From an optimization exercise on the open Yosys and OpenROAD flow, aimed at small area; shortcuts taken in it are not production practice. Only simulation tests tie the RTL to the original design; equivalence was not proved. Power figures rest on the tool's default switching activity, not on a simulated workload.

## design.v

```verilog
`timescale 1ns/1ps
package bp_pkg;
	typedef logic [5:0] alu_op_t;
	localparam alu_op_t OP_BEQ = 6'b001011;
	localparam alu_op_t OP_BLT = 6'b001100;
	localparam alu_op_t OP_BGE = 6'b001101;
	localparam int PC_W = 32;
	typedef logic [PC_W-1:0] pc_t;
	localparam int MAX_IDX_W = 8;
	localparam int TAG_W = 4;
	localparam int MAX_HIST = 32;
	typedef logic [1:0] ctr2_t;
	localparam ctr2_t BASE_INIT = 2'd2;
	typedef logic [2:0] ctr3_t;
	localparam ctr3_t CTR3_TAKEN_MIN = 3'd4;
	localparam ctr3_t ALLOC_TAKEN = 3'd4;
	localparam ctr3_t ALLOC_NOT_TAKEN = 3'd3;
	typedef enum logic [1:0] {
		PROV_BASE = 2'd0,
		PROV_T1 = 2'd1,
		PROV_T2 = 2'd2
	} provider_e;
	typedef struct packed {
		logic valid;
		logic [TAG_W-1:0] tag;
		ctr3_t ctr;
	} tage_entry_t;
	typedef struct packed {
		logic hit;
		ctr3_t ctr;
	} tag_lookup_t;
	typedef struct packed {
		logic valid;
		logic [MAX_IDX_W-1:0] base_idx;
		logic [MAX_IDX_W-1:0] t1_idx;
		logic [TAG_W-1:0] t1_tag;
		logic [MAX_IDX_W-1:0] t2_idx;
		logic [TAG_W-1:0] t2_tag;
		provider_e provider;
		logic pred_taken;
		ctr3_t prov_ctr;
	} branch_rec_t;
	function automatic ctr2_t ctr2_next(input ctr2_t c, input logic up);
		if (up && (c != 2'd3))
			ctr2_next = c + 2'd1;
		else if (!up && (c != 2'd0))
			ctr2_next = c - 2'd1;
		else
			ctr2_next = c;
	endfunction
	function automatic ctr3_t ctr3_next(input ctr3_t c, input logic up);
		if (up && (c != 3'd7))
			ctr3_next = c + 3'd1;
		else if (!up && (c != 3'd0))
			ctr3_next = c - 3'd1;
		else
			ctr3_next = c;
	endfunction
	function automatic logic [MAX_IDX_W-1:0] fold_hist(input logic [MAX_HIST-1:0] hist,
			input int len, input int width);
		logic [MAX_IDX_W-1:0] res;
		res = '0;
		for (int i = 0; i < MAX_HIST; i++) begin
			if (i < len)
				res[i % width] = res[i % width] ^ hist[i];
		end
		fold_hist = res;
	endfunction
endpackage
`timescale 1ns/1ps
`timescale 1ns/1ps
`timescale 1ns/1ps
`timescale 1ns/1ps
`timescale 1ns/1ps
`timescale 1ns/1ps
module bp_top (
	input logic clk,
	input logic rst_n,
	input bp_pkg::alu_op_t i_alu_op,
	input bp_pkg::pc_t i_pc,
	input bp_pkg::pc_t i_imm,
	input logic i_resolve,
	input logic i_taken,
	output logic o_pred_taken,
	output bp_pkg::pc_t o_next_pc
);
	logic [15:0] hist_q;
	logic [1:0] base_q [64];
	logic [31:0] t1_v_q;
	logic [3:0] t1_tag_q [32];
	logic [2:0] t1_ctr_q [32];
	logic [31:0] t2_v_q;
	logic [3:0] t2_tag_q [32];
	logic [2:0] t2_ctr_q [32];
	logic rec_v_q;
	logic [5:0] rec_base_idx_q;
	logic [4:0] rec_t1_idx_q;
	logic [3:0] rec_t1_tag_q;
	logic [4:0] rec_t2_idx_q;
	logic [3:0] rec_t2_tag_q;
	logic rec_p1_q;    
	logic rec_p2_q;    
	logic [2:0] rec_ctr_q;
	logic [4:0] f1_idx, f2_idx;
	logic [3:0] f1_tag, f2_tag;
	assign f1_idx = {hist_q[4], hist_q[3], hist_q[2] ^ hist_q[7], hist_q[1] ^ hist_q[6],
		hist_q[0] ^ hist_q[5]};
	assign f1_tag = {hist_q[3] ^ hist_q[7], hist_q[2] ^ hist_q[6], hist_q[1] ^ hist_q[5],
		hist_q[0] ^ hist_q[4]};
	assign f2_idx = {hist_q[4] ^ hist_q[9] ^ hist_q[14],
		hist_q[3] ^ hist_q[8] ^ hist_q[13],
		hist_q[2] ^ hist_q[7] ^ hist_q[12],
		hist_q[1] ^ hist_q[6] ^ hist_q[11],
		hist_q[0] ^ hist_q[5] ^ hist_q[10] ^ hist_q[15]};
	assign f2_tag = {hist_q[3] ^ hist_q[7] ^ hist_q[11] ^ hist_q[15],
		hist_q[2] ^ hist_q[6] ^ hist_q[10] ^ hist_q[14],
		hist_q[1] ^ hist_q[5] ^ hist_q[9] ^ hist_q[13],
		hist_q[0] ^ hist_q[4] ^ hist_q[8] ^ hist_q[12]};
	logic [5:0] base_idx;
	logic [4:0] t1_idx, t2_idx;
	logic [3:0] t1_tag, t2_tag;
	assign base_idx = i_pc[7:2];
	assign t1_idx = i_pc[6:2] ^ f1_idx;
	assign t2_idx = i_pc[6:2] ^ f2_idx;
	assign t1_tag = i_pc[10:7] ^ f1_tag;
	assign t2_tag = i_pc[10:7] ^ f2_tag;
	logic [1:0] base_rd;
	logic [2:0] t1_ctr, t2_ctr;
	logic t1_hit, t2_hit;
	assign base_rd = base_q[base_idx];
	assign t1_ctr = t1_ctr_q[t1_idx];
	assign t2_ctr = t2_ctr_q[t2_idx];
	assign t1_hit = t1_v_q[t1_idx] && (t1_tag_q[t1_idx] == t1_tag);
	assign t2_hit = t2_v_q[t2_idx] && (t2_tag_q[t2_idx] == t2_tag);
	logic is_branch;
	logic prov_dir;
	logic [2:0] prov_ctr;
	assign is_branch = (i_alu_op == bp_pkg::OP_BEQ) || (i_alu_op == bp_pkg::OP_BLT) ||
		(i_alu_op == bp_pkg::OP_BGE);
	always_comb begin
		if (t2_hit)
			prov_ctr = t2_ctr;
		else if (t1_hit)
			prov_ctr = t1_ctr;
		else
			prov_ctr = {1'b0, ~base_rd[1], base_rd[0]};
	end
	assign prov_dir = (t2_hit || t1_hit) ? prov_ctr[2] : prov_ctr[1];
	assign o_pred_taken = is_branch && prov_dir;
	assign o_next_pc = o_pred_taken ? (i_pc + i_imm) : i_pc;
	logic upd, rec_dir, mispred;
	logic base_we, t1_we, t2_we;
	logic [1:0] base_wd;
	logic [2:0] t1_wd, t2_wd;
	logic [2:0] alloc_ctr;
	logic [2:0] step3;
	logic [1:0] step2;
	assign upd = i_resolve && rec_v_q;
	assign rec_dir = (rec_p1_q || rec_p2_q) ? rec_ctr_q[2] : rec_ctr_q[1];
	assign mispred = rec_dir != i_taken;
	assign alloc_ctr = i_taken ? 3'd4 : 3'd3;
	assign step3 = bp_pkg::ctr3_next(rec_ctr_q, i_taken);
	assign step2 = bp_pkg::ctr2_next(rec_ctr_q[1:0], i_taken);
	assign base_we = upd && !rec_p1_q && !rec_p2_q;
	assign t1_we = upd && (rec_p1_q || (!rec_p2_q && mispred));
	assign t2_we = upd && (rec_p2_q || (rec_p1_q && mispred));
	assign base_wd = {~step2[1], step2[0]};
	assign t1_wd = rec_p1_q ? step3 : alloc_ctr;
	assign t2_wd = rec_p2_q ? step3 : alloc_ctr;
	always_ff @(posedge clk or negedge rst_n) begin
		if (!rst_n) begin
			for (int i = 0; i < 64; i++)
				base_q[i] <= 2'd0;
		end else if (base_we) begin
			base_q[rec_base_idx_q] <= base_wd;
		end
	end
	always_ff @(posedge clk or negedge rst_n) begin
		if (!rst_n) begin
			t1_v_q <= '0;
			t2_v_q <= '0;
		end else begin
			for (int i = 0; i < 32; i++) begin
				if (t1_we && (rec_t1_idx_q == 5'(i)))
					t1_v_q[i] <= 1'b1;
				if (t2_we && (rec_t2_idx_q == 5'(i)))
					t2_v_q[i] <= 1'b1;
			end
		end
	end
	always_ff @(posedge clk) begin
		if (t1_we) begin
			t1_tag_q[rec_t1_idx_q] <= rec_t1_tag_q;
			t1_ctr_q[rec_t1_idx_q] <= t1_wd;
		end
		if (t2_we) begin
			t2_tag_q[rec_t2_idx_q] <= rec_t2_tag_q;
			t2_ctr_q[rec_t2_idx_q] <= t2_wd;
		end
	end
	always_ff @(posedge clk or negedge rst_n) begin
		if (!rst_n)
			hist_q <= '0;
		else if (i_resolve)
			hist_q <= {hist_q[14:0], i_taken};
	end
	always_ff @(posedge clk or negedge rst_n) begin
		if (!rst_n)
			rec_v_q <= 1'b0;
		else if (is_branch)
			rec_v_q <= 1'b1;
		else if (i_resolve)
			rec_v_q <= 1'b0;
	end
	always_ff @(posedge clk) begin
		if (is_branch) begin
			rec_base_idx_q <= base_idx;
			rec_t1_idx_q <= t1_idx;
			rec_t1_tag_q <= t1_tag;
			rec_t2_idx_q <= t2_idx;
			rec_t2_tag_q <= t2_tag;
			rec_p1_q <= t1_hit && !t2_hit;
			rec_p2_q <= t2_hit;
			rec_ctr_q <= prov_ctr;
		end
	end
endmodule
```

## run.sh

```bash
#!/bin/bash
# synth_recipe.tcl (not shown) runs the flow's synth.tcl, then flattens the netlist and writes it again
# the make line also repeats each setting of config.mk as NAME=value (left out here)
make -C /OpenROAD-flow-scripts/flow DESIGN_CONFIG=/design/flow/config.mk WORK_HOME=/design/flow/orfs CLKGATE_MAP_FILE= SYNTH_SCRIPT=/design/flow/synth_recipe.tcl finish
```

## config.mk

```make
export PLATFORM = sky130hd
export DESIGN_NAME = bp_top
export DESIGN_NICKNAME = bp_top
export VERILOG_FILES = /design/flow/design.v
export SDC_FILE = /design/flow/constraint.sdc
export NUM_CORES = 4
export LEC_CHECK = 0
export CAP_MARGIN = 20
export CORE_MARGIN = 2
export CORE_UTILIZATION = 40
export SETUP_SLACK_MARGIN = 0
export SLEW_MARGIN = 20
```

## constraint.sdc

```tcl
create_clock -name core_clock -period 7.0 [get_ports {clk}]
set_input_delay 1.4000 -clock core_clock [delete_from_list [all_inputs] [get_ports {clk}]]
set_output_delay 1.4000 -clock core_clock [all_outputs]
set_load 0.01 [all_outputs]
```

==> results of run 1 <==
[path summary, 6_finish.rpt]
path	startpoint	to	slack, ns	depth (start not counted)
min in group asynchronous	rst_n	base_q[18][1]	0.80	1
worst min-delay path	t2_v_q[21]	t2_v_q[21]	0.46	1
worst min register to register	t2_v_q[21]	t2_v_q[21]	0.46	1
worst max-delay path	i_pc[2]	o_next_pc[9]	0.06	16
max in group asynchronous	rst_n	t2_v_q[13]	4.82	2
worst max register to register	hist_q[5]	rec_ctr_q[2]	3.31	12
[layout make-up]
class                      instances  area (sq um)  area share
clock buffer                      99          2060      0.0556
tap                              978          1220      0.0330
inverter                          35           138     0.00371
clock inverter                    41           463      0.0125
sequential                       686         19600       0.528
multi-input combinational       1497         10700       0.288
timing repair buffer             318          2970      0.0800
[cells by family (layout without fill, tap and decap cells)]
logic type	after synthesis	count (layout)	synth area share
mux	233	233	0.110
buf+inv	146	493	0.0199
fa+ha+maj	36	36	0.0149
compound gates	399	399	0.0806
simple gates	760	760	0.114
flops	686	686	0.638
xor+xnor	69	69	0.0225
[power by group through the flow]
stage                     combinational, mW  clock [mW]  sequential (mW)
final                                  6.11        3.99             4.57
after global placement                 5.91           0             4.65
after global routing                   6.52        4.21             4.58
after floorplan                        3.44           0             4.61
after CTS                              6.09        4.05             4.58
after detailed placement               5.94           0             4.66
[routing by layer]
layer  track usage  up-vias  wire length (um)
met1         0.299    10200             37000
li1              -     9229                 -
met2         0.346      657             40300
met3        0.0258      139              4240
met4        0.0753        0              2490
met5             0        -                 0
[sequential cells by signal, summed over array words and instances (netlist names), 3 cells and up]
| register | flops |
|---|---|
| base_q | 128 |
| hist_q | 16 |
| rec_base_idx_q | 6 |
| rec_ctr_q | 3 |
| rec_t1_idx_q | 5 |
| rec_t1_tag_q | 4 |
| rec_t2_idx_q | 5 |
| rec_t2_tag_q | 4 |
| t1_ctr_q | 96 |
| t1_tag_q | 128 |
| t1_v_q | 32 |
| t2_ctr_q | 96 |
| t2_tag_q | 128 |
| t2_v_q | 32 |
[placed cells by master (no fill, tap or decap), types with 23 or more instances in the layout]
master | Yosys | layout
a21oi_1 | 97 | 93
a31oi_1 | 24 | 23
buf_4 | 4 | 183
clkbuf_16 | 0 | 78
clkdlybuf4s50_1 | 0 | 91
dfrtp_1 | 209 | 209
edfxtp_1 | 477 | 477
ha_1 | 35 | 35
inv_1 | 26 | 26
mux2_2 | 32 | 32
mux2i_1 | 120 | 118
mux4_2 | 79 | 79
nand2_1 | 291 | 291
nand3_1 | 59 | 59
nand4_1 | 24 | 24
nor2_1 | 180 | 178
nor2b_1 | 32 | 32
nor3_1 | 31 | 31
o21ai_0 | 107 | 105
o21ai_1 | 26 | 28
or2_2 | 68 | 68
xnor2_1 | 41 | 39
[timing repair]
item / in CTS / in global routing
pin swaps: 4 / 3
setup buffers: 2 / 2
setup endpoints to repair: 33 / 32
resized for setup: 24 / 24
==> reports/metrics.csv, run 1 <==
stage,metric,value,unit
status,status,timing/DRC/antenna clean,
route,Iter 0 DRT Violations,1826,
critical_path,delay of the slowest critical-path stage,0.52,ns
final_layout,Final Cell Area,0.0371,sq mm
route,Post-Route WL,84.1,mm
placed_design,DP Cell Count,3506,
logic_synthesis,ys flop type,edfxtp_1,
logic_synthesis,"Seq/Total Area, Yosys",0.638,
clock_network,CTS max path bufs,3,
route,Post-DRT Antenna Nets,0,
final_layout,"Cell Count, Final, Fillers Out",3654,
logic_synthesis,largest cells by area after synthesis,"edfxtp_1 47%, dfrtp_1 17%, mux4_2 5.8%",
placed_design,Post-Place Setup Slack,-0.572,ns
clock_network,root buffer cell,clkbuf_16,
timing,Tmin final,6.94,ns
timing,TNS Setup,0,ns
route,Pre-antenna DRT Iters,6,
final_layout,diode count,0,
placed_design,Area after DPL,0.0343,sq mm
die,Die Y,281,um
critical_path,Setup crit end kind,primary output,
timing,RSZ-0062 raised after global routing,true,
clock_network,clk sinks,686,
logic_synthesis,share of flip-flops with an asynchronous set or reset,0.305,
timing,final hold vios,0,
global_routing,initial antenna violation count,0,
power,P_int,9.65,mW
global_routing,total track usage,0.214,
critical_path,CP max-delay cell,mux4_2,
route,DRC,0,
logic_synthesis,Synth cell types,75,
critical_path,"delay-heaviest family, CP",buffers and inverters,
placed_design,gpl congestion,0.918,
critical_path,CP max FO,44,
logic_synthesis,most instantiated cells after synthesis,"477 x edfxtp_1, 291 x nand2_1, 209 x dfrtp_1",
final_layout,Final Util,0.489,
critical_path,Worst setup SP type,input port,
logic_synthesis,warnings from Yosys,2,
timing,WHS,0.463,ns
logic_synthesis,"area leader, netlist",edfxtp_1,
logic_synthesis,dominant cell by count in the synthesized netlist,edfxtp_1,
timing,"Period Utilization, post-route",0.991,
logic_synthesis,Syn Std Cell Area,0.0306,sq mm
final_layout,share of layout cells above drive strength 1,0.208,
route,Vias,20200,
critical_path,CP Class,input port to primary output,
placed_design,PortBufs,106,
logic_synthesis,Syn Nets,2439,
power,power share of the clock group,0.272,
die,Die ar.,0.0788,sq mm
power,total power per unit cell area,396,mW/mm^2
timing,worst slew pin tran,1.11,ns
power,Leakage,14.3,nW
logic_synthesis,Post-Syn Instances,2329,
die,Site Rows,101,
critical_path,Crit path buffers/inverters,6,
timing,Peak Freq,144,MHz
critical_path,WP data arrival,5.54,ns
die,total core area,0.0758,sq mm
die,Initial Util,0.404,
global_routing,global-route wire length before repair,127,mm
final_layout,# fillers,6595,
timing,final setup vio count,0,
global_routing,largest net degree at the start of global routing,95,
power,Sequential Power Share,0.311,
clock_network,clock-pin slew on the worst setup and hold paths,0.06,ns
logic_synthesis,Synth top area share,0.468,
global_routing,vias in the first global route,20600,
power,Logic pwr share,0.417,
power,switch share,0.342,
logic_synthesis,number of synthesized flops with an enable pin,477,
route,Vias/cell,5.53,
die,Ports,107,
timing,Layout Skew,0.0389,ns
min_path,Min-Delay Path Class,flop to flop,
clock_network,CTS tree,done,
clock_network,worst-skew pair later-pin latency,0.64,ns
route,DR WL/cell,23.0,um
flow_run,max-cap violations,0,
critical_path,most used cell along the critical path,buf_12,
global_routing,gr ovfl total,0,
power,NetSw,5.03,mW
clock_network,H-tree depth,3,
final_layout,Area Growth Syn to Fin,21.0,%
clock_network,Inserted Clock Buffers,75,
power,Peak VDD IR,0.000289,V
final_layout,Nets,2723,
timing,relative slew slack,0.259,
clock_network,Post-CTS Hold Buffers,0,
critical_path,CP Cell Sequence,clkdlybuf4s15_2 > xnor3_4 > xor2_4 > clkinv_2 > buf_12 > buf_12 > mux4_2 > mux2i_2 > o22ai_1 > nor2_1 > or3_1 > and4bb_1 > o21ai_4 > buf_12 > mux2_1 > clkdlybuf4s50_1,
logic_synthesis,mean area per synthesized cell,13.2,sq um
placed_design,DP Wirelength,57.5,mm
timing,setup ws final,0.0601,ns
timing,final-report max-slew violation count,0,
die,Die W,281,um
power,power consumption,14.7,mW
critical_path,Required @ worst endpoint,5.60,ns
logic_synthesis,post-synthesis sequential element count,686,
==> inputs of run 2 (changes only) <==
--- a/config.mk
+++ b/config.mk
@@ -7,6 +7,7 @@
 export LEC_CHECK = 0
 export CAP_MARGIN = 20
 export CORE_MARGIN = 2
-export CORE_UTILIZATION = 40
+export CORE_UTILIZATION = 55
+export CTS_BUF_LIST = sky130_fd_sc_hd__clkbuf_4 sky130_fd_sc_hd__clkbuf_8
 export SETUP_SLACK_MARGIN = 0
 export SLEW_MARGIN = 20
==> run 2 against run 1 <==
Against the previous run: largest cell class unchanged; final cell count down 4.4%; clock power down 8.5%; via count up 3.1%; still clean.
==> reports/metrics.csv, run 2 <==
stage,metric,value,unit,change
status,status,timing/DRC/antenna clean,,
timing,final hold vios,0,,unchanged
critical_path,RR Startpoint,hist_q[7],,
logic_synthesis,Synth cell types,75,,unchanged
clock_network,CTS tree,done,,
logic_synthesis,Post-Syn Instances,2329,,unchanged
logic_synthesis,post-synthesis sequential element count,686,,unchanged
final_layout,Largest regs,"base_q x128, t1_tag_q x128, t2_tag_q x128",,
logic_synthesis,"area leader, netlist",edfxtp_1,,
placed_design,PortBufs,106,,unchanged
route,Post-DRT Antenna Nets,0,,unchanged
logic_synthesis,mean area per synthesized cell,13.2,sq um,unchanged
logic_synthesis,dominant cell by count in the synthesized netlist,edfxtp_1,,
route,Pre-antenna DRT Iters,6,,unchanged
clock_network,H-tree depth,3,,unchanged
final_layout,Area Growth Syn to Fin,20.4,%,
timing,setup ws final,0.110,ns,+0.0504 ns
clock_network,root buffer cell,clkbuf_8,,
final_layout,Nets,2764,,+1.5%
route,Post-Route WL,83.5,mm,-0.66%
power,P_int,9.53,mW,-1.2%
global_routing,total track usage,0.293,,+0.0794
critical_path,Worst setup SP type,input port,,
critical_path,Required @ worst endpoint,5.60,ns,about the same
critical_path,Setup crit end kind,primary output,,
power,total power per unit cell area,399,mW/mm^2,+0.72%
power,switch share,0.352,,+0.00924
timing,Tmin final,6.89,ns,-0.0504 ns
final_layout,Final Util,0.669,,+0.181
route,DRC,0,,unchanged
clock_network,clock-pin slew on the worst setup and hold paths,0.06,ns,about the same
power,Leakage,14.6,nW,+2.1%
clock_network,CTS max path bufs,3,,unchanged
placed_design,Post-Place Setup Slack,-0.582,ns,-0.00985 ns
timing,WHS,0.461,ns,-0.00142 ns
clock_network,clk sinks,686,,unchanged
die,Die W,240,um,-15%
die,Initial Util,0.556,,+0.152
logic_synthesis,Syn Std Cell Area,0.0306,sq mm,unchanged
power,power share of the clock group,0.248,,-0.024
power,power consumption,14.7,mW,+0.23%
logic_synthesis,Synth top area share,0.468,,unchanged
placed_design,gpl congestion,0.960,,+4.6%
global_routing,initial antenna violation count,2,,+2
timing,worst slew pin tran,1.14,ns,+0.0308 ns
critical_path,CP Class,input port to primary output,,
critical_path,WP data arrival,5.49,ns,-0.05 ns
timing,relative slew slack,0.238,,-0.0206
die,Die ar.,0.0576,sq mm,-27%
global_routing,vias in the first global route,20700,,+0.54%
final_layout,share of layout cells above drive strength 1,0.238,,+0.0301
timing,Peak Freq,145,MHz,+0.73%
critical_path,crit path to,o_next_pc[7],,
clock_network,worst-skew pair later-pin latency,0.73,ns,+0.09 ns
global_routing,gr ovfl total,0,,unchanged
critical_path,CP max FO,16,,-64%
global_routing,largest net degree at the start of global routing,121,,+27%
flow_run,max-cap violations,0,,unchanged
final_layout,"most common cell after layout, fill and taps aside",edfxtp_1,,
logic_synthesis,ys flop type,edfxtp_1,,
clock_network,Inserted Clock Buffers,108,,+44%
die,Ports,107,,unchanged
timing,RSZ-0062 raised after global routing,true,,
placed_design,DP Wirelength,56.2,mm,-2.3%
route,Vias/cell,5.96,,+7.8%
final_layout,most frequent cells in the layout,"477 x edfxtp_1, 290 x nand2_1, 209 x dfrtp_1",,
logic_synthesis,warnings from Yosys,2,,unchanged
power,Logic pwr share,0.441,,+0.024
timing,final setup vio count,0,,unchanged
logic_synthesis,largest cells by area after synthesis,"edfxtp_1 47%, dfrtp_1 17%, mux4_2 5.8%",,
final_layout,"Cell Count, Final, Fillers Out",3495,,-4.4%
critical_path,Setup crit start,i_pc[2],,
critical_path,Register-to-Register Setup Slack,3.21,ns,-0.10 ns
route,DR WL/cell,23.9,um,+3.9%
min_path,Min-Delay Path Class,flop to flop,,
logic_synthesis,Syn Nets,2439,,unchanged
power,NetSw,5.17,mW,+2.9%
placed_design,DP Cell Count,3276,,-6.6%
logic_synthesis,number of synthesized flops with an enable pin,477,,unchanged
logic_synthesis,"Seq/Total Area, Yosys",0.638,,unchanged
critical_path,terminus of the critical flop-to-flop path,rec_ctr_q[2],,
die,total core area,0.0551,sq mm,-27%
timing,Layout Skew,0.0320,ns,-0.00690 ns
global_routing,global-route wire length before repair,126,mm,-0.67%
timing,"Period Utilization, post-route",0.984,,-0.00720
timing,final-report max-slew violation count,0,,unchanged
die,Die Y,240,um,-15%
logic_synthesis,share of flip-flops with an asynchronous set or reset,0.305,,unchanged
critical_path,R2R depth,14,,+2
logic_synthesis,most instantiated cells after synthesis,"477 x edfxtp_1, 291 x nand2_1, 209 x dfrtp_1",,
route,Iter 0 DRT Violations,1924,,+5.4%
die,Site Rows,86,,-15%
power,Peak VDD IR,0.000339,V,+17%
route,Vias,20800,,+3.1%
power,Sequential Power Share,0.311,,about the same
## run 2: cell count changes in the layout (fill, tap and decap cells not counted), sizes merged, moves of 4 or more
cell / delta
clkinv: -7
dlymetal6s2s: +16
clkinvlp: -4
clkdlybuf4s50: -19
clkbuf: +75
buf: +4
## run 2: what timing repair did
action,4_1_cts,5_1_grt
cloned,0,3
resized for setup,33,52
setup buffers,1,7
hold buffers,0,0
pin swaps,6,9
endpoints found under the setup margin,33,31
## run 2: critical path, cell delays in order
cell and delay (ns):
clkdlybuf4s15_2 0.24, xnor3_4 0.40, xor2_4 0.22, inv_4 0.11, buf_12 0.15, buf_12 0.12
mux4_2 0.50, a32oi_2 0.27, and3_2 0.26, xor2_2 0.27, a41oi_4 0.17, o21ai_4 0.43
buf_12 0.20, nand2_1 0.05, o21ai_1 0.09, clkdlybuf4s50_1 0.55
## run 2: per-layer routing
layer	global-route usage	vias up	share of wire
li1	-	9346	-
met1	0.432	10400	0.44
met2	0.451	911	0.46
met3	0.0511	147	0.082
met4	0.0870	0	0.023
met5	0	-	0
## run 2: final cells by class
class                      count  area [sq um]
antenna                        2          5.00
multi-input combinational   1497         10700
sequential                   686         19600
clock buffer                 170          2040
timing repair buffer         326          3170
inverter                      35           134
fill                        4151         18200
clock inverter                31           324
tap                          748           936
## run 2: worst min path at each step
stage / start / cells after the start / end / slack, ns
after floorplan: t1_v_q[9] / 1 / t1_v_q[9] / 0.43
after global placement: t1_v_q[2] / 1 / t1_v_q[2] / 0.44
after detailed placement: t2_v_q[20] / 1 / t2_v_q[20] / 0.45
after CTS: t2_v_q[20] / 1 / t2_v_q[20] / 0.46
after global routing: t2_v_q[20] / 1 / t2_v_q[20] / 0.48
final: t2_v_q[20] / 1 / t2_v_q[20] / 0.46
## run 2: logic make-up after synthesis
family	synth area share
and+or+nand+nor	0.114
adders and majority gates	0.0149
muxes	0.110
DFF	0.638
buffers and inverters	0.0199
xor gates and xnor gates	0.0225
AOI/OAI and AO/OA	0.0806
## run 2: power by group through the flow
stage | Combinational [mW] | Clock, mW | Sequential [mW]
4_1_cts | 6.12 | 3.71 | 4.58
3_3_place_gp | 5.90 | 0 | 4.65
5_1_grt | 6.83 | 3.89 | 4.58
6_report | 6.49 | 3.65 | 4.57
3_5_place_dp | 5.90 | 0 | 4.66
2_1_floorplan | 3.44 | 0 | 4.61
## run 2: metrics by stage
| step | instance area [sq um] | setup TNS (ns) |
|---|---|---|
| after floorplan | 30600 | 0 |
| after global placement | 34000 | -13.65 |
| after detailed placement | 34000 | -14.46 |
| after CTS | 36500 | 0 |
| after global routing | 36900 | -0.0487 |
| final | 36900 | 0 |
==> inputs of run 3 (changes only) <==
--- a/config.mk
+++ b/config.mk
@@ -7,7 +7,10 @@
 export LEC_CHECK = 0
 export CAP_MARGIN = 20
 export CORE_MARGIN = 2
-export CORE_UTILIZATION = 55
-export CTS_BUF_LIST = sky130_fd_sc_hd__clkbuf_4 sky130_fd_sc_hd__clkbuf_8
-export SETUP_SLACK_MARGIN = 0
+export CORE_UTILIZATION = 40
+export CTS_BUF_LIST = sky130_fd_sc_hd__clkbuf_16
+export CTS_CLUSTER_DIAMETER = 60
+export CTS_CLUSTER_SIZE = 20
+export GPL_TIMING_DRIVEN = 0
+export SETUP_SLACK_MARGIN = 0.05
 export SLEW_MARGIN = 20
==> run 3 against run 2 <==
Against the previous run: still clean on timing, DRC and antenna; synthesized cell count is the same; sequential power about the same; non-clock buffer count shrank 61; global-route usage shrank 6.4 points; maximum frequency is essentially flat; sequential share of layout area increased by 1.7 points; area after synthesis did not move; largest power group unchanged.
==> reports/metrics.csv, run 3 <==
stage,metric,value,unit,change
status,status,timing/DRC/antenna clean,,
clock_network,clock-pin slew on the worst setup and hold paths,0.08,ns,+0.02 ns
global_routing,global-route wire length before repair,132,mm,+5.1%
power,Leakage,13.5,nW,-7.7%
route,Post-DRT Antenna Nets,0,,unchanged
power,P_int,8.48,mW,-11%
die,Die ar.,0.0788,sq mm,+37%
route,DRC,0,,unchanged
die,total core area,0.0758,sq mm,+38%
logic_synthesis,"area leader, netlist",edfxtp_1,,
timing,worst slew pin tran,1.26,ns,+0.126 ns
placed_design,PortBufs,105,,-0.94%
timing,relative slew slack,0.150,,-0.0877
clock_network,CTS max path bufs,3,,unchanged
timing,Tmin final,6.89,ns,+0.00106 ns
power,power share of the clock group,0.211,,-0.037
global_routing,gr ovfl total,0,,unchanged
final_layout,most frequent cells in the layout,"477 x edfxtp_1, 291 x nand2_1, 209 x dfrtp_1",,
timing,Peak Freq,145,MHz,about the same
power,Logic pwr share,0.460,,+0.019
logic_synthesis,warnings from Yosys,2,,unchanged
logic_synthesis,Post-Syn Instances,2329,,unchanged
power,Sequential Power Share,0.329,,+0.018
final_layout,Nets,2645,,-4.3%
logic_synthesis,ys flop type,edfxtp_1,,
timing,TNS Setup,0,ns,unchanged
critical_path,CP Class,input port to primary output,,
global_routing,largest net degree at the start of global routing,85,,-30%
min_path,Min-Delay Path Class,flop to flop,,
timing,final hold vios,0,,unchanged
logic_synthesis,Syn Std Cell Area,0.0306,sq mm,unchanged
die,Die Y,281,um,+17%
global_routing,total track usage,0.229,,-0.0638
logic_synthesis,dominant cell by count in the synthesized netlist,edfxtp_1,,
critical_path,Setup crit end kind,primary output,,
timing,final setup vio count,0,,unchanged
die,Site Rows,101,,+17%
logic_synthesis,post-synthesis sequential element count,686,,unchanged
final_layout,Area Growth Syn to Fin,16.7,%,
logic_synthesis,"Seq/Total Area, Yosys",0.638,,unchanged
logic_synthesis,most instantiated cells after synthesis,"477 x edfxtp_1, 291 x nand2_1, 209 x dfrtp_1",,
route,Vias,20300,,-2.5%
die,Ports,107,,unchanged
die,Initial Util,0.404,,-0.152
placed_design,DP Wirelength,63.2,mm,+12%
timing,Layout Skew,0.0573,ns,+0.0253 ns
logic_synthesis,Synth top area share,0.468,,unchanged
placed_design,gpl congestion,1.01,,+5.0%
clock_network,clk sinks,686,,unchanged
route,Post-Route WL,90.9,mm,+8.8%
clock_network,worst-skew pair later-pin latency,0.66,ns,-0.07 ns
power,Peak VDD IR,0.000285,V,-16%
timing,"Period Utilization, post-route",0.984,,about the same
logic_synthesis,number of synthesized flops with an enable pin,477,,unchanged
final_layout,share of layout cells above drive strength 1,0.181,,-0.0570
power,total power per unit cell area,387,mW/mm^2,-2.9%
clock_network,CTS tree,done,,
critical_path,Required @ worst endpoint,5.60,ns,about the same
logic_synthesis,share of flip-flops with an asynchronous set or reset,0.305,,unchanged
route,Iter 0 DRT Violations,1992,,+3.5%
clock_network,Inserted Clock Buffers,49,,-55%
route,DR WL/cell,25.5,um,+6.9%
logic_synthesis,Synth cell types,75,,unchanged
power,NetSw,5.36,mW,+3.6%
critical_path,CP max FO,7,,-9
power,power consumption,13.8,mW,-5.9%
route,Pre-antenna DRT Iters,5,,-1
logic_synthesis,Syn Nets,2439,,unchanged
final_layout,Largest regs,"base_q x128, t1_tag_q x128, t2_tag_q x128",,
global_routing,initial antenna violation count,3,,+1
timing,WHS,0.463,ns,+0.00105 ns
power,switch share,0.387,,+0.0357
route,Vias/cell,5.71,,-4.2%
logic_synthesis,largest cells by area after synthesis,"edfxtp_1 47%, dfrtp_1 17%, mux4_2 5.8%",,
timing,RSZ-0062 raised after global routing,false,,
final_layout,Final Util,0.471,,-0.198
clock_network,H-tree depth,2,,-1
global_routing,vias in the first global route,20000,,-3.4%
timing,final-report max-slew violation count,0,,unchanged
critical_path,WP data arrival,5.49,ns,about the same
clock_network,Post-CTS Hold Buffers,0,,unchanged
timing,setup ws final,0.109,ns,-0.00106 ns
logic_synthesis,mean area per synthesized cell,13.2,sq um,unchanged
die,Die W,281,um,+17%
final_layout,"most common cell after layout, fill and taps aside",edfxtp_1,,
critical_path,Worst setup SP type,input port,,
placed_design,Post-Place Setup Slack,-2.58,ns,-1.99 ns
flow_run,max-cap violations,0,,unchanged
clock_network,root buffer cell,clkbuf_16,,
run 3: cell counts after synthesis:
No cell type changed its count.
run 3: power groups by stage:
stage	clock, mW	combinational (mW)	sequential (mW)
4_1_cts	2.96	6.11	4.56
3_5_place_dp	0	5.28	4.65
2_1_floorplan	0	3.44	4.61
3_3_place_gp	0	5.21	4.65
6_report	2.92	6.36	4.56
5_1_grt	3.12	6.69	4.57
run 3: logic make-up after synthesis:
kind of cell	count (synthesis)	share of synthesized area
simple gates	760	0.114
flops	686	0.638
compound gates	399	0.0806
mux	233	0.110
buf+inv	146	0.0199
xor+xnor	69	0.0225
fa+ha+maj	36	0.0149
run 3: path summary, 6_finish.rpt:
| path | from | end | slack, ns | cells after the start |
|---|---|---|---|---|
| hold reg to reg | t1_v_q[3] | t1_v_q[3] | 0.46 | 1 |
| setup reg to reg | hist_q[6] | rec_ctr_q[1] | 2.59 | 11 |
| hold / removal | t1_v_q[3] | t1_v_q[3] | 0.46 | 1 |
| max in group asynchronous | rst_n | hist_q[13] | 5.04 | 3 |
| min in group asynchronous | rst_n | t1_v_q[15] | 0.76 | 1 |
| setup / recovery | i_pc[3] | o_next_pc[4] | 0.11 | 16 |
run 3: critical path: stages:
cell,delay [ns]
buf_2,0.25
xnor3_2,0.42
xnor2_4,0.27
buf_4,0.23
buf_4,0.20
mux4_2,0.36
a22o_1,0.25
a211oi_4,0.29
xnor2_1,0.11
or3_1,0.36
and4bb_1,0.33
o21ai_4,0.11
buf_6,0.16
buf_12,0.13
o31ai_4,0.30
clkdlybuf4s15_2,0.31
run 3: area by class of cell:
| cell class | count | area [sq um] |
|---|---|---|
| tap | 978 | 1220 |
| timing repair inverter | 1 | 3.75 |
| antenna | 2 | 5.00 |
| clock buffer | 50 | 1250 |
| buffer | 108 | 704 |
| clock inverter | 42 | 350 |
| multi-input combinational | 1497 | 10900 |
| fill | 6638 | 40100 |
| inverter | 35 | 144 |
| sequential | 686 | 19600 |
| timing repair buffer | 157 | 1570 |
run 3: timing repair:
action                                  4_1_cts  5_1_grt
pin swaps                                    17       21
endpoints found under the setup margin       33       26
gates resized for setup                     211       49
cloned                                        1        2
buffers inserted                             26        7
run 3: per-layer routing:
metal / wire length [um] / track usage / share of wire / vias to the layer above
li1: - / - / - / 9089
met2: 43300 / 0.372 / 0.48 / 764
met1: 38500 / 0.316 / 0.42 / 10300
met4: 3010 / 0.0799 / 0.033 / 2
met3: 6000 / 0.0336 / 0.066 / 154
met5: 13 / 0 / 0.00014 / -
run 3: stage by stage:
stage	instances	area, sq um
2_1_floorplan	2329	30600
3_3_place_gp	3412	32900
3_5_place_dp	3424	33200
4_1_cts	3541	35500
5_1_grt	3556	35700
6_report	3556	35700
==> inputs of run 4 (changes only) <==
--- a/config.mk
+++ b/config.mk
@@ -9,8 +9,8 @@
 export CORE_MARGIN = 2
 export CORE_UTILIZATION = 40
 export CTS_BUF_LIST = sky130_fd_sc_hd__clkbuf_16
-export CTS_CLUSTER_DIAMETER = 60
-export CTS_CLUSTER_SIZE = 20
+export CTS_CLUSTER_DIAMETER = 80
+export CTS_CLUSTER_SIZE = 30
 export GPL_TIMING_DRIVEN = 0
 export SETUP_SLACK_MARGIN = 0.05
 export SLEW_MARGIN = 20
==> run 4 against run 3 <==
Against the previous run: still clean; register-to-register slack got worse by 0.09 ns; via count down 0.21%; sequential share of layout area grew 0.97 points; critical path depth grew 2; combinational power fell by 2%; setup slack gained 0.033 ns; clock-buffer cell count fell by 16; area after synthesis unchanged; non-clock buffer count decreased by 3; final cell count fell by 0.90%; largest power group unchanged.
==> reports/metrics.csv, run 4 <==
stage,metric,value,unit,change
critical_path,Worst setup SP type,input port,,
logic_synthesis,simple-gate share of the synthesized area,0.114,,unchanged
critical_path,Required @ worst endpoint,5.60,ns,about the same
route,Post-DRT Antenna Nets,0,,unchanged
final_layout,# fillers,6688,,+0.75%
timing,setup ws final,0.143,ns,+0.0332 ns
logic_synthesis,Post-Synth XOR/XNOR Area,0.0225,,unchanged
final_layout,Largest regs,"base_q x128, t1_tag_q x128, t2_tag_q x128",,
global_routing,met2 Usage GRT,0.367,,-0.00463
logic_synthesis,mean area per synthesized cell,13.2,sq um,unchanged
global_routing,largest net degree at the start of global routing,85,,unchanged
critical_path,CP Class,input port to primary output,,
route,Post-Route WL,90.1,mm,-0.78%
logic_synthesis,Compound-Gate Fraction of Synth Area,0.0806,,unchanged
timing,RSZ-0062 raised after global routing,true,,
critical_path,R2R depth,11,,unchanged
timing,final setup vio count,0,,unchanged
clock_network,worst-skew pair later-pin latency,0.61,ns,-0.05 ns
route,Vias/cell,5.75,,+0.69%
die,Site Rows,101,,unchanged
logic_synthesis,largest cells by area after synthesis,"edfxtp_1 47%, dfrtp_1 17%, mux4_2 5.8%",,
critical_path,delay of the slowest critical-path stage,0.40,ns,-0.02 ns
global_routing,GR Util met3,0.0314,,-0.00216
logic_synthesis,adder-cell share of the synthesized area,0.0149,,unchanged
flow_run,max-cap violations,0,,unchanged
timing,worst slew pin tran,1.20,ns,-0.0678 ns
power,switch share,0.392,,+0.00480
final_layout,share of layout cells above drive strength 1,0.176,,-0.00473
critical_path,CP Cell Sequence,clkdlybuf4s15_2 > clkbuf_4 > buf_2 > mux2_2 > a222oi_1 > o31ai_1 > nor4_2 > mux4_2 > a21oi_2 > mux2_4 > a41oi_2 > o21ai_4 > buf_6 > buf_4 > buf_4 > nand2_1 > o21ai_1 > clkdlybuf4s15_1,,
logic_synthesis,Post-Syn Instances,2329,,unchanged
timing,Peak Freq,146,MHz,+0.48%
critical_path,Register-to-Register Setup Slack,2.50,ns,-0.09 ns
logic_synthesis,"Seq/Total Area, Yosys",0.638,,unchanged
power,Logic pwr share,0.474,,+0.014
logic_synthesis,dominant cell by count in the synthesized netlist,edfxtp_1,,
global_routing,vias in the first global route,19900,,-0.67%
global_routing,gr ovfl total,0,,unchanged
global_routing,total track usage,0.228,,-0.00168
critical_path,WP data arrival,5.46,ns,-0.03 ns
logic_synthesis,most instantiated cells after synthesis,"477 x edfxtp_1, 291 x nand2_1, 209 x dfrtp_1",,
clock_network,Inserted Clock Buffers,34,,-31%
timing,"Period Utilization, post-route",0.980,,-0.00474
critical_path,crit path to,o_next_pc[17],,
power,power share of the clock group,0.181,,-0.030
placed_design,PortBufs,105,,unchanged
power,Peak VDD IR,0.000312,V,+9.4%
power,power consumption,13.2,mW,-4.7%
critical_path,CP max-delay cell,clkdlybuf4s15_2,,
power,Leakage,13.2,nW,-2.4%
clock_network,CTS max path bufs,3,,unchanged
placed_design,Post-Place Setup Slack,-2.58,ns,unchanged
final_layout,Area Growth Syn to Fin,14.6,%,
global_routing,met1 GRT Util,0.316,,about the same
critical_path,most used cell along the critical path,buf_4,,
route,DRC,0,,unchanged
logic_synthesis,largest family of logic cells by synthesized area,simple AND/OR/NAND/NOR gates,,
power,Sequential Power Share,0.345,,+0.016
timing,Tmin final,6.86,ns,-0.0332 ns
critical_path,terminus of the critical flop-to-flop path,rec_ctr_q[1],,
die,Die Y,281,um,unchanged
critical_path,CP max FO,10,,+3
timing,Layout Skew,0.0455,ns,-0.0118 ns
clock_network,clock-pin slew on the worst setup and hold paths,0.09,ns,about the same
clock_network,H-tree depth,2,,unchanged
critical_path,Setup crit start,i_pc[5],,
route,Vias,20300,,-0.21%
die,total core area,0.0758,sq mm,unchanged
final_layout,Nets,2627,,-0.68%
logic_synthesis,Syn Nets,2439,,unchanged
logic_synthesis,share of flip-flops with an asynchronous set or reset,0.305,,unchanged
die,Die ar.,0.0788,sq mm,unchanged
logic_synthesis,Syn Std Cell Area,0.0306,sq mm,unchanged
critical_path,Setup crit end kind,primary output,,
placed_design,gpl congestion,1.01,,unchanged
power,total power per unit cell area,376,mW/mm^2,-3.0%
route,Iter 0 DRT Violations,2123,,+6.6%
global_routing,layer with the highest usage,met2,,
clock_network,clk sinks,686,,unchanged
critical_path,RR Startpoint,hist_q[5],,
clock_network,CTS tree,done,,
logic_synthesis,mux contribution to synthesized area,0.110,,unchanged
min_path,Min-Delay Path Class,flop to flop,,
die,Ports,107,,unchanged
logic_synthesis,post-synthesis sequential element count,686,,unchanged
timing,final-report max-slew violation count,0,,unchanged
placed_design,DP Wirelength,63.2,mm,unchanged
critical_path,"delay-heaviest family, CP",buffers and inverters,,
global_routing,global-route wire length before repair,132,mm,-0.54%
power,P_int,8.02,mW,-5.4%
power,NetSw,5.17,mW,-3.5%
status,status,timing/DRC/antenna clean,,
logic_synthesis,ys flop type,edfxtp_1,,
route,Pre-antenna DRT Iters,5,,unchanged
logic_synthesis,Synth top area share,0.468,,unchanged
logic_synthesis,"area leader, netlist",edfxtp_1,,
final_layout,"most common cell after layout, fill and taps aside",edfxtp_1,,
route,DR WL/cell,25.6,um,+0.12%
die,Die W,281,um,unchanged
critical_path,Crit path buffers/inverters,7,,+1
final_layout,most frequent cells in the layout,"477 x edfxtp_1, 291 x nand2_1, 209 x dfrtp_1",,
timing,relative slew slack,0.196,,+0.0455
logic_synthesis,warnings from Yosys,2,,unchanged
global_routing,initial antenna violation count,3,,unchanged
logic_synthesis,number of synthesized flops with an enable pin,477,,unchanged
logic_synthesis,Synth cell types,75,,unchanged
die,Initial Util,0.404,,unchanged
timing,final hold vios,0,,unchanged
clock_network,root buffer cell,clkbuf_16,,
critical_path,number of cells on the critical path,18,,+2
clock_network,Post-CTS Hold Buffers,0,,unchanged
-- run 4: cell counts after synthesis --
Identical to the previous run, type by type.
-- run 4: cell families (layout without fill, tap and decap cells) --
logic type,after synthesis,after routing
AO/OA/AOI/OAI,399,399
XOR/XNOR,69,69
adder cells (fa/ha/maj),36,36
buffers and inverters,146,360
flip-flops,686,686
multiplexers,233,233
other,0,3
AND/OR/NAND/NOR,760,760
-- run 4: routing by layer --
layer / routed length (um) / vias to the layer above / part of all wire
met2: 42700 / 748 / 0.47
li1: - / 9024 / -
met4: 3200 / 2 / 0.035
met1: 38300 / 10300 / 0.42
met5: 16 / - / 0.00018
met3: 5910 / 174 / 0.066
-- run 4: area by class of cell --
cell class	instances	area, sq um	share of cell area
Tap cell	978	1220	0.0348
Multi-Input combinational cell	1497	10900	0.310
Antenna cell	3	7.51	0.000214
Clock inverter	28	269	0.00766
Sequential cell	686	19600	0.557
Buffer	109	693	0.0197
Inverter	35	144	0.00410
Timing Repair Buffer	153	1470	0.0418
Clock buffer	34	851	0.0242
Timing Repair inverter	1	3.75	0.000107
-- run 4: worst reg2reg max path, stage by stage (launching register included) --
cell	delay [ns]
dfrtp_1	0.44
xnor3_2	0.50
buf_4	0.25
clkbuf_2	0.38
buf_2	0.45
buf_2	0.49
mux4_2	0.58
mux2i_1	0.51
mux4_2	0.42
mux2i_1	0.09
nand2_1	0.08
o21ai_0	0.08
-- run 4: how the worst min path moves through the flow --
stage | from | end | slack, ns | depth (start not counted)
after floorplan | t1_v_q[9] | t1_v_q[9] | 0.43 | 1
final | t1_v_q[3] | t1_v_q[3] | 0.47 | 1
after CTS | t1_v_q[3] | t1_v_q[3] | 0.47 | 1
after detailed placement | t1_v_q[3] | t1_v_q[3] | 0.45 | 1
after global placement | t1_v_q[18] | t1_v_q[18] | 0.44 | 1
after global routing | t1_v_q[27] | t1_v_q[27] | 0.49 | 1
-- run 4: timing repair --
item	CTS	global route
pin swaps	17	12
endpoints found under the setup margin	33	28
gates resized for setup	213	50
setup buffers	27	4
endpoints found under the hold margin	0	0
cloned	1	0
-- run 4: per-stage QoR --
step	instances	utilization	cell area, sq um	setup TNS (ns)	hold WS [ns]
2_1_floorplan	2329	-	30600	0	0.430
3_3_place_gp	3412	0.434	32900	-1046.89	0.444
3_5_place_dp	3424	0.438	33200	-75.37	0.448
4_1_cts	3512	0.462	35000	0	0.471
5_1_grt	3523	0.463	35100	0	0.491
6_report	3524	0.463	35100	0	0.469
-- run 4: power by group through the flow --
stage                     logic, mW  clock network (mW)  registers, mW
final                          6.25                2.39           4.55
after global routing           6.58                2.57           4.57
after CTS                      6.06                2.43           4.56
after detailed placement       5.28                   0           4.65
after global placement         5.21                   0           4.65
after floorplan                3.44                   0           4.61
==> inputs of run 5 (changes only) <==
--- a/config.mk
+++ b/config.mk
@@ -11,6 +11,6 @@
 export CTS_BUF_LIST = sky130_fd_sc_hd__clkbuf_16
 export CTS_CLUSTER_DIAMETER = 80
 export CTS_CLUSTER_SIZE = 30
-export GPL_TIMING_DRIVEN = 0
+export GPL_TIMING_DRIVEN = 1
 export SETUP_SLACK_MARGIN = 0.05
 export SLEW_MARGIN = 20
==> run 5 against run 4 <==
Against the previous run: still clean; register-to-register slack improved by 0.73 ns; maximum frequency increased by 0.85%; critical path depth increased by 1; critical endpoint is now o_next_pc[1].
==> reports/metrics.csv, run 5 <==
stage,metric,value,unit,change
final_layout,"most common cell after layout, fill and taps aside",edfxtp_1,,
power,Peak VDD IR,0.000286,V,-8.4%
critical_path,CP Cell Sequence,clkdlybuf4s15_2 > xnor3_4 > buf_4 > buf_12 > buf_6 > mux4_2 > a22oi_1 > nand3_1 > xnor2_1 > a2bb2o_1 > nand4_1 > mux2_4 > a41oi_2 > o21ai_4 > buf_4 > buf_6 > buf_16 > o21ai_1 > clkdlybuf4s15_1,,
critical_path,number of cells on the critical path,19,,+1
placed_design,Post-Place Setup Slack,-0.572,ns,+2.00 ns
route,Post-DRT Antenna Nets,0,,unchanged
flow_run,max-cap violations,0,,unchanged
logic_synthesis,ys flop type,edfxtp_1,,
power,power consumption,13.2,mW,+0.20%
clock_network,Post-CTS Hold Buffers,0,,unchanged
placed_design,DP Wirelength,57.5,mm,-9.0%
critical_path,Worst setup SP type,input port,,
placed_design,PortBufs,106,,+0.95%
critical_path,Required @ worst endpoint,5.60,ns,about the same
global_routing,gr ovfl total,0,,unchanged
logic_synthesis,dominant cell by count in the synthesized netlist,edfxtp_1,,
timing,worst slew pin tran,1.19,ns,-0.00710 ns
final_layout,Largest regs,"base_q x128, t1_tag_q x128, t2_tag_q x128",,
timing,final-report max-slew violation count,0,,unchanged
status,status,timing/DRC/antenna clean,,
route,Iter 0 DRT Violations,1789,,-16%
timing,"Period Utilization, post-route",0.971,,-0.00823
global_routing,total track usage,0.210,,-0.0174
die,Ports,107,,unchanged
clock_network,worst-skew pair later-pin latency,0.64,ns,+0.03 ns
critical_path,Crit path buffers/inverters,8,,+1
clock_network,root buffer cell,clkbuf_16,,
timing,setup ws final,0.200,ns,+0.0576 ns
critical_path,R2R depth,16,,+5
global_routing,largest net degree at the start of global routing,95,,+12%
global_routing,vias in the first global route,20200,,+1.5%
logic_synthesis,mean area per synthesized cell,13.2,sq um,unchanged
timing,Tmin final,6.80,ns,-0.0576 ns
route,Vias,19900,,-1.7%
route,Post-Route WL,82.9,mm,-8.0%
logic_synthesis,"area leader, netlist",edfxtp_1,,
clock_network,CTS max path bufs,3,,unchanged
clock_network,CTS tree,done,,
route,Pre-antenna DRT Iters,5,,unchanged
critical_path,WP data arrival,5.40,ns,-0.06 ns
logic_synthesis,Synth top area share,0.468,,unchanged
logic_synthesis,number of synthesized flops with an enable pin,477,,unchanged
die,Die Y,281,um,unchanged
route,Vias/cell,5.55,,-3.4%
logic_synthesis,Synth cell types,75,,unchanged
logic_synthesis,"Seq/Total Area, Yosys",0.638,,unchanged
route,DR WL/cell,23.1,um,-9.7%
timing,TNS Setup,0,ns,unchanged
logic_synthesis,post-synthesis sequential element count,686,,unchanged
final_layout,diode count,0,,-3
global_routing,global-route wire length before repair,125,mm,-5.3%
critical_path,CP Class,input port to primary output,,
die,total core area,0.0758,sq mm,unchanged
timing,Layout Skew,0.0594,ns,+0.0139 ns
final_layout,most frequent cells in the layout,"477 x edfxtp_1, 291 x nand2_1, 209 x dfrtp_1",,
die,Die ar.,0.0788,sq mm,unchanged
final_layout,share of layout cells above drive strength 1,0.197,,+0.0207
die,Site Rows,101,,unchanged
logic_synthesis,most instantiated cells after synthesis,"477 x edfxtp_1, 291 x nand2_1, 209 x dfrtp_1",,
timing,relative slew slack,0.199,,+0.00356
die,Initial Util,0.404,,unchanged
logic_synthesis,Syn Std Cell Area,0.0306,sq mm,unchanged
final_layout,Nets,2692,,+2.5%
logic_synthesis,largest cells by area after synthesis,"edfxtp_1 47%, dfrtp_1 17%, mux4_2 5.8%",,
clock_network,clock-pin slew on the worst setup and hold paths,0.11,ns,+0.02 ns
power,total power per unit cell area,368,mW/mm^2,-2.0%
global_routing,initial antenna violation count,1,,-2
timing,Peak Freq,147,MHz,+0.85%
logic_synthesis,Post-Syn Instances,2329,,unchanged
timing,final hold vios,0,,unchanged
logic_synthesis,share of flip-flops with an asynchronous set or reset,0.305,,unchanged
power,Leakage,13.9,nW,+5.8%
clock_network,Inserted Clock Buffers,37,,+8.8%
logic_synthesis,warnings from Yosys,2,,unchanged
min_path,Min-Delay Path Class,flop to flop,,
critical_path,Setup crit end kind,primary output,,
critical_path,CP max-delay cell,xnor3_4,,
critical_path,CP max FO,22,,+12
critical_path,delay of the slowest critical-path stage,0.38,ns,-0.02 ns
logic_synthesis,Syn Nets,2439,,unchanged
timing,final setup vio count,0,,unchanged
critical_path,"delay-heaviest family, CP",buffers and inverters,,
route,DRC,0,,unchanged
timing,RSZ-0062 raised after global routing,true,,
timing,WHS,0.472,ns,+0.00280 ns
min_path,Hold Path Depth,1,,unchanged
clock_network,H-tree depth,2,,unchanged
placed_design,gpl congestion,0.918,,-8.9%
die,Die W,281,um,unchanged
final_layout,Area Growth Syn to Fin,17.2,%,
final_layout,Final Util,0.473,,+0.0103
clock_network,clk sinks,686,,unchanged
## run 5: cell types whose count changed in the layout (fill, tap and decap cells not counted), sizes merged
cell | before | now
buf | 107 | 221
clkbuf | 109 | 43
clkdlybuf4s15 | 4 | 3
clkdlybuf4s50 | 65 | 69
clkinv | 5 | 13
clkinvlp | 1 | 0
diode | 3 | 0
dlygate4sd2 | 11 | 2
dlymetal6s2s | 0 | 24
inv | 58 | 53
## run 5: layout make-up
type | instances | area, sq um
clock buffers | 37 | 926
clock inverters | 31 | 349
fillers | 6691 | 39900
inverters | 35 | 138
multi-input cells | 1497 | 10700
flip-flops and latches | 686 | 19600
well taps | 978 | 1220
repair buffers | 325 | 3050
## run 5: final timing paths
check                          start       endpoint  slack (ns)
max in group asynchronous      rst_n     t1_v_q[27]        4.78
hold / removal             t1_v_q[9]      t1_v_q[9]        0.47
hold reg to reg            t1_v_q[9]      t1_v_q[9]        0.47
min in group asynchronous      rst_n  base_q[19][0]        0.83
setup reg to reg           hist_q[7]   rec_ctr_q[2]        3.23
setup / recovery             i_pc[4]   o_next_pc[1]        0.20
## run 5: kinds of logic (layout without fill, tap and decap cells)
family,Yosys count,count (layout),synth area share
xor+xnor,69,69,0.0225
flops,686,686,0.638
fa+ha+maj,36,36,0.0149
compound gates,399,399,0.0806
buf+inv,146,428,0.0199
mux,233,233,0.110
simple gates,760,760,0.114
## run 5: repair_timing
action / CTS / global route
cloned: 1 / 0
pin swaps: 3 / 6
setup endpoints to repair: 33 / 27
buffers inserted: 6 / 4
gates resized for setup: 33 / 57
## run 5: through the flow
| step | area (sq um) | cells |
|---|---|---|
| finish | 35900 | 3589 |
| global placement | 34300 | 3505 |
| detailed placement | 34300 | 3506 |
| CTS | 35700 | 3581 |
| floorplan | 30600 | 2329 |
| global route | 35900 | 3589 |
## run 5: report_power, final
| part | switching (mW) | total, mW | internal, mW |
|---|---|---|---|
| Sequential | 0.0977 | 4.56 | 4.46 |
| Clock | 1.46 | 2.52 | 1.07 |
| Combinational | 3.23 | 6.13 | 2.90 |
## run 5: metal layers
| metal | share of wire | vias up | global-route usage |
|---|---|---|---|
| li1 | - | 9155 | - |
| met1 | 0.44 | 9969 | 0.293 |
| met2 | 0.47 | 636 | 0.335 |
| met3 | 0.053 | 168 | 0.0281 |
| met4 | 0.039 | 2 | 0.0825 |
| met5 | 0.00018 | - | 0 |
## run 5: worst register-to-register path: cells and delay by family, from the launching register on
kind | cells | cell delay (ns)
compound gates | 5 | 0.72
xor+xnor | 3 | 0.93
buf+inv | 5 | 0.75
flops | 1 | 0.42
simple gates | 3 | 0.67
==> inputs of run 6 (changes only) <==
--- a/config.mk
+++ b/config.mk
@@ -7,10 +7,10 @@
 export LEC_CHECK = 0
 export CAP_MARGIN = 20
 export CORE_MARGIN = 2
-export CORE_UTILIZATION = 40
+export CORE_UTILIZATION = 60
 export CTS_BUF_LIST = sky130_fd_sc_hd__clkbuf_16
 export CTS_CLUSTER_DIAMETER = 80
 export CTS_CLUSTER_SIZE = 30
-export GPL_TIMING_DRIVEN = 1
+export GPL_TIMING_DRIVEN = 0
 export SETUP_SLACK_MARGIN = 0.05
 export SLEW_MARGIN = 20
==> run 6 against run 5 <==
Against the previous run: critical path depth is 3 lower; routed wire length is 2.0% higher; clock skew is 0.029 ns lower; die area is 33% lower; still clean; flip-flop and latch count stayed put; worst hold slack worse by 0.0024 ns; total power is 1.3% lower; setup slack worse by 0.084 ns; sequential power hardly changed; final cell count is 11% lower; combinational power is 1% higher.
==> reports/metrics.csv, run 6 <==
stage,metric,value,unit,change
timing,WHS,0.470,ns,-0.00238 ns
power,NetSw,5.11,mW,+6.7%
clock_network,H-tree depth,1,,-1
power,power consumption,13.0,mW,-1.3%
timing,Peak Freq,145,MHz,-1.2%
final_layout,Final Util,0.689,,+0.216
route,Vias/cell,6.42,,+16%
min_path,Hold Path Depth,1,,unchanged
global_routing,global-route wire length before repair,126,mm,+0.88%
power,total power per unit cell area,377,mW/mm^2,+2.3%
power,P_int,7.94,mW,-5.8%
clock_network,clock-pin slew on the worst setup and hold paths,0.10,ns,about the same
timing,RSZ-0062 raised after global routing,true,,
logic_synthesis,Syn Std Cell Area,0.0306,sq mm,unchanged
route,DR WL/cell,26.4,um,+14%
route,Pre-antenna DRT Iters,6,,+1
final_layout,# fillers,3626,,-46%
power,Sequential Power Share,0.349,,+0.004
clock_network,clk sinks,686,,unchanged
timing,final-report max-slew violation count,0,,unchanged
final_layout,most frequent cells in the layout,"477 x edfxtp_1, 290 x nand2_1, 209 x dfrtp_1",,
power,Leakage,13.1,nW,-5.8%
die,Ports,107,,unchanged
clock_network,CTS tree,done,,
final_layout,diode count,0,,unchanged
timing,Layout Skew,0.0303,ns,-0.0292 ns
critical_path,R2R depth,11,,-5
clock_network,worst-skew pair later-pin latency,0.65,ns,about the same
flow_run,max-cap violations,0,,unchanged
die,Die ar.,0.0529,sq mm,-33%
final_layout,Largest regs,"base_q x128, t1_tag_q x128, t2_tag_q x128",,
die,Site Rows,82,,-19%
critical_path,CP Class,input port to primary output,,
die,Initial Util,0.609,,+0.205
placed_design,DP Cell Count,3118,,-11%
logic_synthesis,largest cells by area after synthesis,"edfxtp_1 47%, dfrtp_1 17%, mux4_2 5.8%",,
timing,relative slew slack,0.281,,+0.0814
logic_synthesis,warnings from Yosys,2,,unchanged
die,total core area,0.0503,sq mm,-34%
logic_synthesis,"area leader, netlist",edfxtp_1,,
final_layout,Area Growth Syn to Fin,13.1,%,
final_layout,"Cell Count, Final, Fillers Out",3202,,-11%
final_layout,share of layout cells above drive strength 1,0.157,,-0.0403
route,Post-Route WL,84.5,mm,+2.0%
timing,final hold vios,0,,unchanged
global_routing,vias in the first global route,20200,,+0.045%
power,Logic pwr share,0.477,,+0.013
logic_synthesis,number of synthesized flops with an enable pin,477,,unchanged
die,Die Y,230,um,-18%
logic_synthesis,dominant cell by count in the synthesized netlist,edfxtp_1,,
route,DRC,0,,unchanged
final_layout,Final Cell Area,0.0346,sq mm,-3.5%
power,Peak VDD IR,0.000390,V,+36%
logic_synthesis,Synth cell types,75,,unchanged
logic_synthesis,post-synthesis sequential element count,686,,unchanged
final_layout,"most common cell after layout, fill and taps aside",edfxtp_1,,
clock_network,Inserted Clock Buffers,31,,-16%
status,status,timing/DRC/antenna clean,,
logic_synthesis,ys flop type,edfxtp_1,,
logic_synthesis,share of flip-flops with an asynchronous set or reset,0.305,,unchanged
timing,worst slew pin tran,1.07,ns,-0.119 ns
critical_path,Worst setup SP type,input port,,
global_routing,gr ovfl total,0,,unchanged
logic_synthesis,most instantiated cells after synthesis,"477 x edfxtp_1, 291 x nand2_1, 209 x dfrtp_1",,
logic_synthesis,"Seq/Total Area, Yosys",0.638,,unchanged
timing,Tmin final,6.88,ns,+0.0842 ns
critical_path,Setup crit end kind,primary output,,
min_path,Min-Delay Path Class,flop to flop,,
logic_synthesis,Post-Syn Instances,2329,,unchanged
global_routing,largest net degree at the start of global routing,83,,-13%
logic_synthesis,mean area per synthesized cell,13.2,sq um,unchanged
clock_network,root buffer cell,clkbuf_16,,
global_routing,total track usage,0.322,,+0.111
placed_design,gpl congestion,0.987,,+7.4%
route,Iter 0 DRT Violations,2466,,+38%
placed_design,PortBufs,105,,-0.94%
power,switch share,0.391,,+0.0292
critical_path,Required @ worst endpoint,5.60,ns,about the same
placed_design,Area after DPL,0.0328,sq mm,-4.3%
timing,final setup vio count,0,,unchanged
critical_path,CP max FO,10,,-55%
final_layout,Nets,2615,,-2.9%
die,Die W,230,um,-18%
route,Post-DRT Antenna Nets,0,,unchanged
placed_design,DP Wirelength,59.3,mm,+3.0%
route,Vias,20500,,+3.1%
critical_path,WP data arrival,5.48,ns,+0.08 ns
power,power share of the clock group,0.174,,-0.017
timing,"Period Utilization, post-route",0.983,,+0.0120
logic_synthesis,Syn Nets,2439,,unchanged
clock_network,CTS max path bufs,3,,unchanged
logic_synthesis,Synth top area share,0.468,,unchanged
global_routing,initial antenna violation count,1,,unchanged
-- run 6: cell families after synthesis --
logic type               share of synthesized area
AND/OR/NAND/NOR                              0.114
flip-flops                                   0.638
AO/OA/AOI/OAI                               0.0806
multiplexers                                 0.110
buffers and inverters                       0.0199
XOR/XNOR                                    0.0225
adder cells (fa/ha/maj)                     0.0149
-- run 6: layout make-up --
type,instances,area (sq um),area share
clock inverters,26,259,0.00748
multi-input cells,1497,10900,0.313
plain buffers,110,707,0.0204
inverters,35,151,0.00437
clock buffers,32,801,0.0231
flip-flops and latches,686,19600,0.564
repair buffers,144,1480,0.0426
well taps,672,841,0.0243
-- run 6: per-layer routing --
metal	global-route usage	wire, um	vias to the layer above
met4	0.0992	2860	2
met1	0.457	33900	10200
met3	0.0702	8790	176
li1	-	-	8997
met2	0.503	38900	1147
met5	0	10	-
-- run 6: repair_timing --
item,4_1_cts,5_1_grt
buffers inserted,23,0
pin swaps,12,7
hold buffers,0,0
setup endpoints to repair,33,33
hold endpoints to repair,0,0
gates resized for setup,169,32
-- run 6: final timing paths --
path | startpoint | endpoint | slack, ns
worst max-delay path | i_pc[2] | o_next_pc[0] | 0.12
worst min-delay path | t1_v_q[2] | t1_v_q[2] | 0.47
worst max register to register | hist_q[6] | rec_ctr_q[1] | 2.80
worst min register to register | t1_v_q[2] | t1_v_q[2] | 0.47
max in group asynchronous | rst_n | t2_v_q[24] | 5.11
min in group asynchronous | rst_n | base_q[54][0] | 0.67
-- run 6: stage by stage --
step                      setup TNS, ns  setup slack (ns)
after global placement          -978.24             -4.44
after global routing                  0            0.0259
after floorplan                       0             0.781
final                                 0             0.116
after detailed placement         -63.37             -2.05
after CTS                             0            0.0617
-- run 6: power groups by stage --
stage                     Combinational, mW  Sequential, mW  Clock [mW]
final                                  6.22            4.56        2.27
after global routing                   6.52            4.57        2.42
after CTS                              5.86            4.56        2.28
after detailed placement               5.17            4.65           0
after global placement                 5.10            4.64           0
after floorplan                        3.44            4.61           0
-- run 6: critical path, cell delays in order --
cell,delay [ns]
buf_4,0.19
clkbuf_1,0.45
nor2b_1,0.61
a22o_1,0.25
nand2_1,0.05
nand4_1,0.14
a221oi_1,0.09
mux4_2,0.50
a21oi_2,0.28
mux2_2,0.30
a41oi_4,0.06
o21ai_4,0.29
buf_6,0.15
buf_4,0.11
mux2_1,0.31
dlygate4sd2_1,0.28

-- re-timing with driven ports --
Ports are ideal in the flow. The routed layouts listed here were re-timed in OpenROAD.
Step 1 (the two cells are an assumption about what drives the block):
set clk [get_ports {clk}]
set_driving_cell -lib_cell sky130_fd_sc_hd__clkbuf_16 $clk
set_driving_cell -lib_cell sky130_fd_sc_hd__buf_2 [delete_from_list [all_inputs] $clk]
Step 2 times the ports against the registers' clock, not the clock port: input delays grow and output delays shrink by t, the midpoint of the rising clock arrivals with the driver on.
a / b / c = ideal ports / drivers / drivers and shift; a / b = the first two.
run	t, ns	setup slack, ns	worst register clock-pin slew, ns
run 1	0.682	0.060 / 0.024 / 0.024	0.06 / 0.06
run 2	0.774	0.110 / 0.082 / 0.082	0.07 / 0.07
run 3	0.691	0.109 / 0.082 / 0.082	0.09 / 0.09
run 4	0.655	0.143 / 0.120 / 0.120	0.12 / 0.12
run 5	0.665	0.200 / 0.163 / 0.163	0.12 / 0.12
run 6	0.701	0.116 / 0.086 / 0.086	0.12 / 0.12
After both steps setup and hold are still met in every run listed. For run 5, which loses most, drivers alone change the setup slack by -0.037 ns; drivers and shift together by -0.037 ns.
